Source: an optimization exercise on an open RTL-to-GDS flow (aim: small area, a short achievable clock period and few clock cycles per item). Production flows keep margins and buffers that such runs may drop. At most, simulation tests tie the RTL to the original design; equivalence was not proved. Power and IR drop assume default switching activity.

== blue ==
==> flow/design.v <==
module icache #(
  parameter int WIDTH = 32,
  parameter int LINES = 16,
  parameter int WPL   = 4
) (
  input  logic             clk,
  input  logic             rst,
  input  logic [WIDTH-1:0] pc_fetch,
  input  logic             inv_all,
  output logic [WIDTH-1:0] instr_fetch,
  output logic             stall_pc,
  output logic             mem_req,
  output logic [WIDTH-1:0] mem_addr,
  input  logic [WIDTH-1:0] mem_rdata,
  input  logic             mem_rvalid
);
  localparam int OFF_W    = $clog2(WPL);
  localparam int IDX_W    = $clog2(LINES);
  localparam int LINE_LSB = 2 + OFF_W;
  localparam int TAG_W    = WIDTH - LINE_LSB - IDX_W;
  localparam int LA_W     = WIDTH - LINE_LSB;
  localparam logic [OFF_W-1:0] LAST_BEAT = OFF_W'(WPL - 1);
  logic              open_q;
  logic [LA_W-1:0]   addr_q;
  logic [OFF_W-1:0]  beat_q;
  logic              taint_q;
  logic [LINES-1:0]  valid_q;
  logic [TAG_W-1:0]  tring_q [LINES];
  logic              tpend_q;
  logic [OFF_W-1:0]  rot_q;
  logic [WIDTH-1:0]  ring_q [LINES][WPL];
  logic [WIDTH-1:0]  fb_q   [WPL];
  logic [WPL-1:0]    fb_pend_q;
  logic [IDX_W-1:0]  fb_idx_q [WPL];
  logic [OFF_W-1:0]  pc_off;
  logic [IDX_W-1:0]  pc_idx;
  logic [TAG_W-1:0]  pc_tag;
  logic [IDX_W-1:0]  fill_idx;
  logic [IDX_W-1:0]  wr_idx;
  logic [OFF_W-1:0]  wr_off;
  logic [LINES-1:0]  slot_match;
  logic [LINES-1:0]  tw_start;
  logic [LINES-1:0]  tw_pend;
  logic              ring_hit;
  logic              fill_match;
  logic [LINES-1:0]  slot_sel;
  logic [WPL-1:0]    hi_sel;
  logic [WPL-1:0]    lo_sel;
  logic [WPL-1:0]    lo_dec;
  logic [LINES-1:0]  slot_wr;
  logic [WPL-1:0]    fb_out;
  logic              part_ok;
  logic              hit;
  logic              start;
  logic              beat;
  logic              last_beat;
  logic              bypass;
  logic              fb_rd;
  logic [WIDTH-1:0]  ring_rd;
  logic [WIDTH-1:0]  side_rd;
  logic              unused_bits;
  assign pc_off   = pc_fetch[LINE_LSB-1:2];
  assign pc_idx   = pc_fetch[LINE_LSB+IDX_W-1:LINE_LSB];
  assign pc_tag   = pc_fetch[WIDTH-1:LINE_LSB+IDX_W];
  assign fill_idx = addr_q[IDX_W-1:0];
  assign unused_bits = ^pc_fetch[1:0];
  always_comb begin
    for (int q = 0; q < WPL; q++) begin
      hi_sel[q] = (pc_idx[IDX_W-1:OFF_W] == OFF_W'(q));
      lo_dec[q] = (pc_idx[OFF_W-1:0] == OFF_W'(q));
    end
    for (int q = 0; q < WPL; q++) begin
      lo_sel[q] = lo_dec[OFF_W'(OFF_W'(q) - rot_q)];
    end
    ring_hit = 1'b0;
    for (int p = 0; p < LINES; p++) begin
      slot_sel[p]   = hi_sel[p / WPL] && lo_sel[p % WPL];
      slot_match[p] = (tring_q[p] == pc_tag);
      ring_hit      = ring_hit | (slot_sel[p] && slot_match[p]);
    end
    ring_hit = ring_hit && valid_q[pc_idx];
  end
  assign fill_match = (pc_fetch[WIDTH-1:LINE_LSB] == addr_q);
  assign part_ok = open_q && !taint_q &&
                   ((pc_off < beat_q) || ((pc_off == beat_q) && mem_rvalid));
  assign hit      = ring_hit || (fill_match && part_ok);
  assign stall_pc = !hit;
  always_comb begin
    ring_rd = '0;
    for (int p = 0; p < LINES; p++)
      ring_rd = ring_rd | (ring_q[p][pc_off] & {WIDTH{slot_sel[p]}});
  end
  assign fb_rd  = fb_pend_q[pc_off] && (fb_idx_q[pc_off] == pc_idx);
  assign bypass = mem_rvalid && (pc_idx == fill_idx) && (pc_off == beat_q);
  assign side_rd     = bypass ? mem_rdata : fb_q[pc_off];
  assign instr_fetch = (bypass || fb_rd) ? side_rd : ring_rd;
  assign start    = !open_q && !ring_hit;
  assign mem_req  = open_q || start;
  assign mem_addr = open_q ? {addr_q, {LINE_LSB{1'b0}}}
                           : {pc_fetch[WIDTH-1:LINE_LSB], {LINE_LSB{1'b0}}};
  assign beat      = mem_rvalid && (open_q || start);
  assign last_beat = beat && open_q && (beat_q == LAST_BEAT);
  assign wr_idx    = open_q ? fill_idx : pc_idx;
  assign wr_off    = open_q ? beat_q : '0;
  always_comb begin
    for (int p = 0; p < LINES; p++) begin
      tw_start[p] = (p % WPL == 0) && start && slot_sel[p + WPL - 1];
      tw_pend[p]  = (p % WPL == 0) && tpend_q &&
                    (fill_idx[IDX_W-1:OFF_W] == OFF_W'(p / WPL)) &&
                    (OFF_W'(fill_idx[OFF_W-1:0] + rot_q + 1'b1) == '0);
    end
  end
  always_comb begin
    for (int k = 0; k < WPL; k++) begin
      fb_out[k] = fb_pend_q[k] &&
                  (OFF_W'(fb_idx_q[k][OFF_W-1:0] + rot_q + 1'b1) == OFF_W'(k));
    end
    for (int p = 0; p < LINES; p++) begin
      slot_wr[p] = fb_out[p % WPL] &&
                   (fb_idx_q[p % WPL][IDX_W-1:OFF_W] == OFF_W'(p / WPL));
    end
  end
  always_ff @(posedge clk) begin
    if (rst) begin
      open_q    <= 1'b0;
      beat_q    <= '0;
      taint_q   <= 1'b0;
      valid_q   <= '0;
      rot_q     <= '0;
      fb_pend_q <= '0;
      tpend_q   <= 1'b0;
    end else begin
      rot_q   <= rot_q + 1'b1;
      tpend_q <= (start && !(|tw_start)) || (tpend_q && !(|tw_pend));
      if (start) begin
        open_q  <= 1'b1;
        beat_q  <= OFF_W'(beat);
        taint_q <= inv_all;
      end else if (open_q) begin
        if (beat) beat_q <= beat_q + 1'b1;
        if (inv_all) taint_q <= 1'b1;
        if (last_beat) open_q <= 1'b0;
      end
      if (inv_all) begin
        valid_q <= '0;
      end else begin
        if (start) valid_q[pc_idx] <= 1'b0;
        if (last_beat && !taint_q) valid_q[fill_idx] <= 1'b1;
      end
      for (int k = 0; k < WPL; k++) begin
        if (fb_out[k]) fb_pend_q[k] <= 1'b0;
      end
      if (beat) fb_pend_q[wr_off] <= 1'b1;
    end
  end
  always_ff @(posedge clk) begin
    if (start) begin
      addr_q <= pc_fetch[WIDTH-1:LINE_LSB];
    end
  end
  always_ff @(posedge clk) begin
    if (beat && !rst) begin
      fb_q[wr_off]     <= mem_rdata;
      fb_idx_q[wr_off] <= wr_idx;
    end
  end
  always_ff @(posedge clk) begin
    for (int p = 0; p < LINES; p++) begin
      if (tw_start[p] || tw_pend[p]) begin
        tring_q[p] <= tpend_q ? addr_q[LA_W-1:IDX_W] : pc_tag;
      end else begin
        tring_q[p] <= tring_q[(p / WPL) * WPL + (p + WPL - 1) % WPL];
      end
    end
    for (int p = 0; p < LINES; p++) begin
      for (int k = 0; k < WPL; k++) begin
        if (k == p % WPL && slot_wr[p]) begin
          ring_q[p][k] <= fb_q[k];
        end else begin
          ring_q[p][k] <= ring_q[(p / WPL) * WPL + (p + WPL - 1) % WPL][k];
        end
      end
    end
  end
endmodule
==> flow/config.mk <==
export PLATFORM = sky130hd
export DESIGN_NAME = icache
export DESIGN_NICKNAME = icache
export VERILOG_FILES = /design/flow/design.v
export SDC_FILE = /design/flow/constraint.sdc
export NUM_CORES = 4
export LEC_CHECK = 0
export CAP_MARGIN = 20
export CORE_MARGIN = 2
export CORE_UTILIZATION = 65
export CTS_BUF_LIST = sky130_fd_sc_hd__clkbuf_16
export CTS_CLUSTER_DIAMETER = 80
export CTS_CLUSTER_SIZE = 24
export SETUP_SLACK_MARGIN = 1.2
export SLEW_MARGIN = 20
==> flow/constraint.sdc <==
create_clock -name core_clock -period 5.5 [get_ports {clk}]
set_input_delay 1.1000 -clock core_clock [delete_from_list [all_inputs] [get_ports {clk}]]
set_output_delay 1.1000 -clock core_clock [all_outputs]
set_load 0.01 [all_outputs]
standard.sh (not shown) runs the stock make flow with config.mk's settings and CLKGATE_MAP_FILE= SYNTH_SCRIPT=/design/flow/synth_recipe.tcl, a recipe that flattens the netlist after the stock synthesis.
==> flow/flow/run.sh <==
#!/bin/bash
# The standard layout, with two changes:
# - the port buffers are inserted as plain buf_4 cells instead of the delay
#   cells buffer_ports picks by default;
# - the slow 4-input OR/NOR cells (four PMOS in series) are added to the
#   platform's don't-use list, for synthesis and the resizer alike. The list
#   below is the platform's own DONT_USE_CELLS followed by those cells.
set -euo pipefail
export BUFFER_PORTS_ARGS="-buffer_cell sky130_fd_sc_hd__buf_4"
DU="sky130_fd_sc_hd__probe_p_8 sky130_fd_sc_hd__probec_p_8 sky130_fd_sc_hd__lpflow_bleeder_1 sky130_fd_sc_hd__lpflow_clkbufkapwr_1 sky130_fd_sc_hd__lpflow_clkbufkapwr_16 sky130_fd_sc_hd__lpflow_clkbufkapwr_2 sky130_fd_sc_hd__lpflow_clkbufkapwr_4 sky130_fd_sc_hd__lpflow_clkbufkapwr_8 sky130_fd_sc_hd__lpflow_clkinvkapwr_1 sky130_fd_sc_hd__lpflow_clkinvkapwr_16 sky130_fd_sc_hd__lpflow_clkinvkapwr_2 sky130_fd_sc_hd__lpflow_clkinvkapwr_4 sky130_fd_sc_hd__lpflow_clkinvkapwr_8 sky130_fd_sc_hd__lpflow_decapkapwr_12 sky130_fd_sc_hd__lpflow_decapkapwr_3 sky130_fd_sc_hd__lpflow_decapkapwr_4 sky130_fd_sc_hd__lpflow_decapkapwr_6 sky130_fd_sc_hd__lpflow_decapkapwr_8 sky130_fd_sc_hd__lpflow_inputiso0n_1 sky130_fd_sc_hd__lpflow_inputiso0p_1 sky130_fd_sc_hd__lpflow_inputiso1n_1 sky130_fd_sc_hd__lpflow_inputiso1p_1 sky130_fd_sc_hd__lpflow_inputisolatch_1 sky130_fd_sc_hd__lpflow_isobufsrc_1 sky130_fd_sc_hd__lpflow_isobufsrc_16 sky130_fd_sc_hd__lpflow_isobufsrc_2 sky130_fd_sc_hd__lpflow_isobufsrc_4 sky130_fd_sc_hd__lpflow_isobufsrc_8 sky130_fd_sc_hd__lpflow_isobufsrckapwr_16 sky130_fd_sc_hd__lpflow_lsbuf_lh_hl_isowell_tap_1 sky130_fd_sc_hd__lpflow_lsbuf_lh_hl_isowell_tap_2 sky130_fd_sc_hd__lpflow_lsbuf_lh_hl_isowell_tap_4 sky130_fd_sc_hd__lpflow_lsbuf_lh_isowell_4 sky130_fd_sc_hd__lpflow_lsbuf_lh_isowell_tap_1 sky130_fd_sc_hd__lpflow_lsbuf_lh_isowell_tap_2 sky130_fd_sc_hd__lpflow_lsbuf_lh_isowell_tap_4 sky130_fd_sc_hd__fill_1 sky130_fd_sc_hd__fill_2 sky130_fd_sc_hd__fill_4 sky130_fd_sc_hd__fill_8  sky130_fd_sc_hd__a2111o_1 sky130_fd_sc_hd__a2111o_2 sky130_fd_sc_hd__a2111o_4 sky130_fd_sc_hd__a2111oi_0 sky130_fd_sc_hd__a2111oi_1 sky130_fd_sc_hd__a2111oi_2 sky130_fd_sc_hd__a2111oi_4 sky130_fd_sc_hd__nor4_1 sky130_fd_sc_hd__nor4_2 sky130_fd_sc_hd__nor4_4 sky130_fd_sc_hd__nor4b_1 sky130_fd_sc_hd__nor4b_2 sky130_fd_sc_hd__nor4b_4 sky130_fd_sc_hd__nor4bb_1 sky130_fd_sc_hd__nor4bb_2 sky130_fd_sc_hd__nor4bb_4 sky130_fd_sc_hd__or4_1 sky130_fd_sc_hd__or4_2 sky130_fd_sc_hd__or4_4 sky130_fd_sc_hd__or4b_1 sky130_fd_sc_hd__or4b_2 sky130_fd_sc_hd__or4b_4 sky130_fd_sc_hd__or4bb_1 sky130_fd_sc_hd__or4bb_2 sky130_fd_sc_hd__or4bb_4 "
bash standard.sh "DONT_USE_CELLS=$DU" finish > standard_flow.log 2>&1
Testbench counts of blue, summed over its fixed seeds: cycles 34,783, fetches 24,000.
What orange does differently from blue at the input level:
--- a/flow/design.v
+++ b/flow/design.v
@@ -27,8 +27,9 @@
   logic [LINES-1:0]  valid_q;
   logic [TAG_W-1:0]  tring_q [LINES];
   logic              tpend_q;
   logic [OFF_W-1:0]  rot_q;
+  logic [WPL-1:0]    lo_map_q [WPL];   
   logic [WIDTH-1:0]  ring_q [LINES][WPL];
   logic [WIDTH-1:0]  fb_q   [WPL];
   logic [WPL-1:0]    fb_pend_q;
   logic [IDX_W-1:0]  fb_idx_q [WPL];
@@ -38,8 +39,9 @@
   logic [IDX_W-1:0]  fill_idx;
   logic [IDX_W-1:0]  wr_idx;
   logic [OFF_W-1:0]  wr_off;
   logic [LINES-1:0]  slot_match;
+  logic [LINES-1:0]  slot_valid;
   logic [LINES-1:0]  tw_start;
   logic [LINES-1:0]  tw_pend;
   logic              ring_hit;
   logic              fill_match;
@@ -69,17 +71,17 @@
       hi_sel[q] = (pc_idx[IDX_W-1:OFF_W] == OFF_W'(q));
       lo_dec[q] = (pc_idx[OFF_W-1:0] == OFF_W'(q));
     end
     for (int q = 0; q < WPL; q++) begin
-      lo_sel[q] = lo_dec[OFF_W'(OFF_W'(q) - rot_q)];
+      lo_sel[q] = |(lo_dec & lo_map_q[q]);
     end
     ring_hit = 1'b0;
     for (int p = 0; p < LINES; p++) begin
       slot_sel[p]   = hi_sel[p / WPL] && lo_sel[p % WPL];
-      slot_match[p] = (tring_q[p] == pc_tag);
+      slot_valid[p] = |(valid_q[(p / WPL) * WPL +: WPL] & lo_map_q[p % WPL]);
+      slot_match[p] = (tring_q[p] == pc_tag) && slot_valid[p];
       ring_hit      = ring_hit | (slot_sel[p] && slot_match[p]);
     end
-    ring_hit = ring_hit && valid_q[pc_idx];
   end
   assign fill_match = (pc_fetch[WIDTH-1:LINE_LSB] == addr_q);
   assign part_ok = open_q && !taint_q &&
                    ((pc_off < beat_q) || ((pc_off == beat_q) && mem_rvalid));
@@ -164,8 +166,15 @@
       fb_idx_q[wr_off] <= wr_idx;
     end
   end
   always_ff @(posedge clk) begin
+    for (int q = 0; q < WPL; q++) begin
+      if (rst) begin
+        lo_map_q[q] <= WPL'(1) << q;
+      end else begin
+        lo_map_q[q] <= lo_map_q[(q + WPL - 1) % WPL];
+      end
+    end
     for (int p = 0; p < LINES; p++) begin
       if (tw_start[p] || tw_pend[p]) begin
         tring_q[p] <= tpend_q ? addr_q[LA_W-1:IDX_W] : pc_tag;
       end else begin
==> comparison <==
In orange, the final standard cell area without fillers came out 2.1% above the value in blue.
Going from blue to orange, area of the die grew slightly.
~same initial core utilization in blue and orange
In the reports for blue and orange, the smaller global-route wire length before repair belongs to blue.
Comparing blue and orange, final wirelength is higher on orange.
In the reports, the flip-flop count of orange exceeds that of blue.
Diff blue -> orange: upper clock frequency limit went up; pin slew with the least headroom to its limit went up; total half-perimeter wirelength after legalization and detailed placement went up; number of distinct standard cells referenced by the synthesized netlist went down; power went up.
Level count of the clock H-tree: lower on blue
Clock share of power ends up higher on orange.
Relative to blue, the number of standard-cell rows in the floorplan of orange is higher by 0.75%.
No functional check of the RTL was part of orange.

// icache: RTL as listed in full above, without the edits since
==> flow/config.mk <==
export PLATFORM = sky130hd
export DESIGN_NAME = icache
export DESIGN_NICKNAME = icache
export VERILOG_FILES = /design/flow/design.v
export SDC_FILE = /design/flow/constraint.sdc
export NUM_CORES = 4
export LEC_CHECK = 0
export CAP_MARGIN = 20
export CORE_MARGIN = 2
export CORE_UTILIZATION = 65
export CTS_BUF_LIST = sky130_fd_sc_hd__clkbuf_16
export CTS_CLUSTER_DIAMETER = 80
export CTS_CLUSTER_SIZE = 24
export SETUP_SLACK_MARGIN = 1.2
export SLEW_MARGIN = 20
==> flow/constraint.sdc <==
create_clock -name core_clock -period 5.5 [get_ports {clk}]
set_input_delay 1.1000 -clock core_clock [delete_from_list [all_inputs] [get_ports {clk}]]
set_output_delay 1.1000 -clock core_clock [all_outputs]
set_load 0.01 [all_outputs]
==> flow/flow/run.sh <==
#!/bin/bash
# The standard layout, with the port buffers inserted as plain buf_4 cells
# instead of the delay cells buffer_ports picks by default.
set -euo pipefail
export BUFFER_PORTS_ARGS="-buffer_cell sky130_fd_sc_hd__buf_4"
bash standard.sh > standard_flow.log 2>&1
Testbench counts at the start, summed over its fixed seeds: cycles 34,783, fetches 24,000.
Edit:
--- a/flow/design.v
+++ b/flow/design.v
@@ -44,35 +44,32 @@
   logic              ring_hit;
   logic              fill_match;
   logic [LINES-1:0]  slot_sel;
   logic [WPL-1:0]    hi_sel;
   logic [WPL-1:0]    lo_sel;
-  logic [WPL-1:0]    lo_dec;
   logic [LINES-1:0]  slot_wr;
   logic [WPL-1:0]    fb_out;
   logic              part_ok;
   logic              hit;
   logic              start;
   logic              beat;
   logic              last_beat;
   logic              bypass;
   logic              fb_rd;
   logic [WIDTH-1:0]  ring_rd;
+  logic [WIDTH-1:0]  slot_word [WPL];
   logic [WIDTH-1:0]  side_rd;
   logic              unused_bits;
   assign pc_off   = pc_fetch[LINE_LSB-1:2];
   assign pc_idx   = pc_fetch[LINE_LSB+IDX_W-1:LINE_LSB];
   assign pc_tag   = pc_fetch[WIDTH-1:LINE_LSB+IDX_W];
   assign fill_idx = addr_q[IDX_W-1:0];
   assign unused_bits = ^pc_fetch[1:0];
   always_comb begin
     for (int q = 0; q < WPL; q++) begin
       hi_sel[q] = (pc_idx[IDX_W-1:OFF_W] == OFF_W'(q));
-      lo_dec[q] = (pc_idx[OFF_W-1:0] == OFF_W'(q));
-    end
-    for (int q = 0; q < WPL; q++) begin
-      lo_sel[q] = lo_dec[OFF_W'(OFF_W'(q) - rot_q)];
+      lo_sel[q] = (pc_idx[OFF_W-1:0] == OFF_W'(OFF_W'(q) - rot_q));
     end
     ring_hit = 1'b0;
     for (int p = 0; p < LINES; p++) begin
       slot_sel[p]   = hi_sel[p / WPL] && lo_sel[p % WPL];
       slot_match[p] = (tring_q[p] == pc_tag);
@@ -84,14 +81,17 @@
   assign part_ok = open_q && !taint_q &&
                    ((pc_off < beat_q) || ((pc_off == beat_q) && mem_rvalid));
   assign hit      = ring_hit || (fill_match && part_ok);
   assign stall_pc = !hit;
   always_comb begin
-    ring_rd = '0;
-    for (int p = 0; p < LINES; p++)
-      ring_rd = ring_rd | (ring_q[p][pc_off] & {WIDTH{slot_sel[p]}});
+    for (int k = 0; k < WPL; k++) begin
+      slot_word[k] = '0;
+      for (int p = 0; p < LINES; p++)
+        slot_word[k] = slot_word[k] | (ring_q[p][k] & {WIDTH{slot_sel[p]}});
+    end
   end
+  assign ring_rd = slot_word[pc_off];
   assign fb_rd  = fb_pend_q[pc_off] && (fb_idx_q[pc_off] == pc_idx);
   assign bypass = mem_rvalid && (pc_idx == fill_idx) && (pc_off == beat_q);
   assign side_rd     = bypass ? mem_rdata : fb_q[pc_off];
   assign instr_fetch = (bypass || fb_rd) ? side_rd : ring_rd;
   assign start    = !open_q && !ring_hit;
=> Clock power stays flat; power went up by 0.56%; worst setup slack loses 0.093 ns; design area went up by 0.71%; sequential cell count is unchanged; via count went up by 15%; cell count went up by 11%; routed wire length went up by about 16%.
Testbench counts after the change, summed over its fixed seeds: cycles 34,783, fetches 24,000.

-- afterwards: timing with drivers on the ports --
No port has a modelled driver above. Below, the same layouts with a new extraction and two added sets of constraints. Step 1 (the two cells are an assumption about what drives the block):
set clk [get_ports {clk}]
set_driving_cell -lib_cell sky130_fd_sc_hd__clkbuf_16 $clk
set_driving_cell -lib_cell sky130_fd_sc_hd__buf_2 [delete_from_list [all_inputs] $clk]
Step 2, shift: input delay + t, output delay - t, t = (earliest + latest rising clock arrival at the registers) / 2. This alone moves slack from input paths to output paths. Slacks: no drivers / after step 1 / after step 2; pairs: no drivers / after step 1.
| run | shift t [ns] | slack for setup (ns) | worst setup path after step 2 | latest minus earliest clock arrival (ns) | worst slew at a driven data input, ns |
|---|---|---|---|---|---|
| blue | 0.844 | 0.858 / 0.775 / 0.428 | input to register | 0.026 / 0.026 | 0.13 |
| orange | 0.876 | 0.954 / 0.785 / 0.301 | input to register | 0.036 / 0.036 | 0.29 |
| the first run of note 2 | 0.848 | 0.828 / 0.705 / 0.327 | input to register | 0.024 / 0.024 | 0.31 |
| the second run of note 2 | 0.857 | 0.736 / 0.566 / 0.566 | input to output | 0.032 / 0.033 | 0.21 |
After both steps setup and hold are still met in every run listed. The setup slack of orange, which loses most, moves by -0.169 ns with the drivers and by -0.653 ns with both steps.
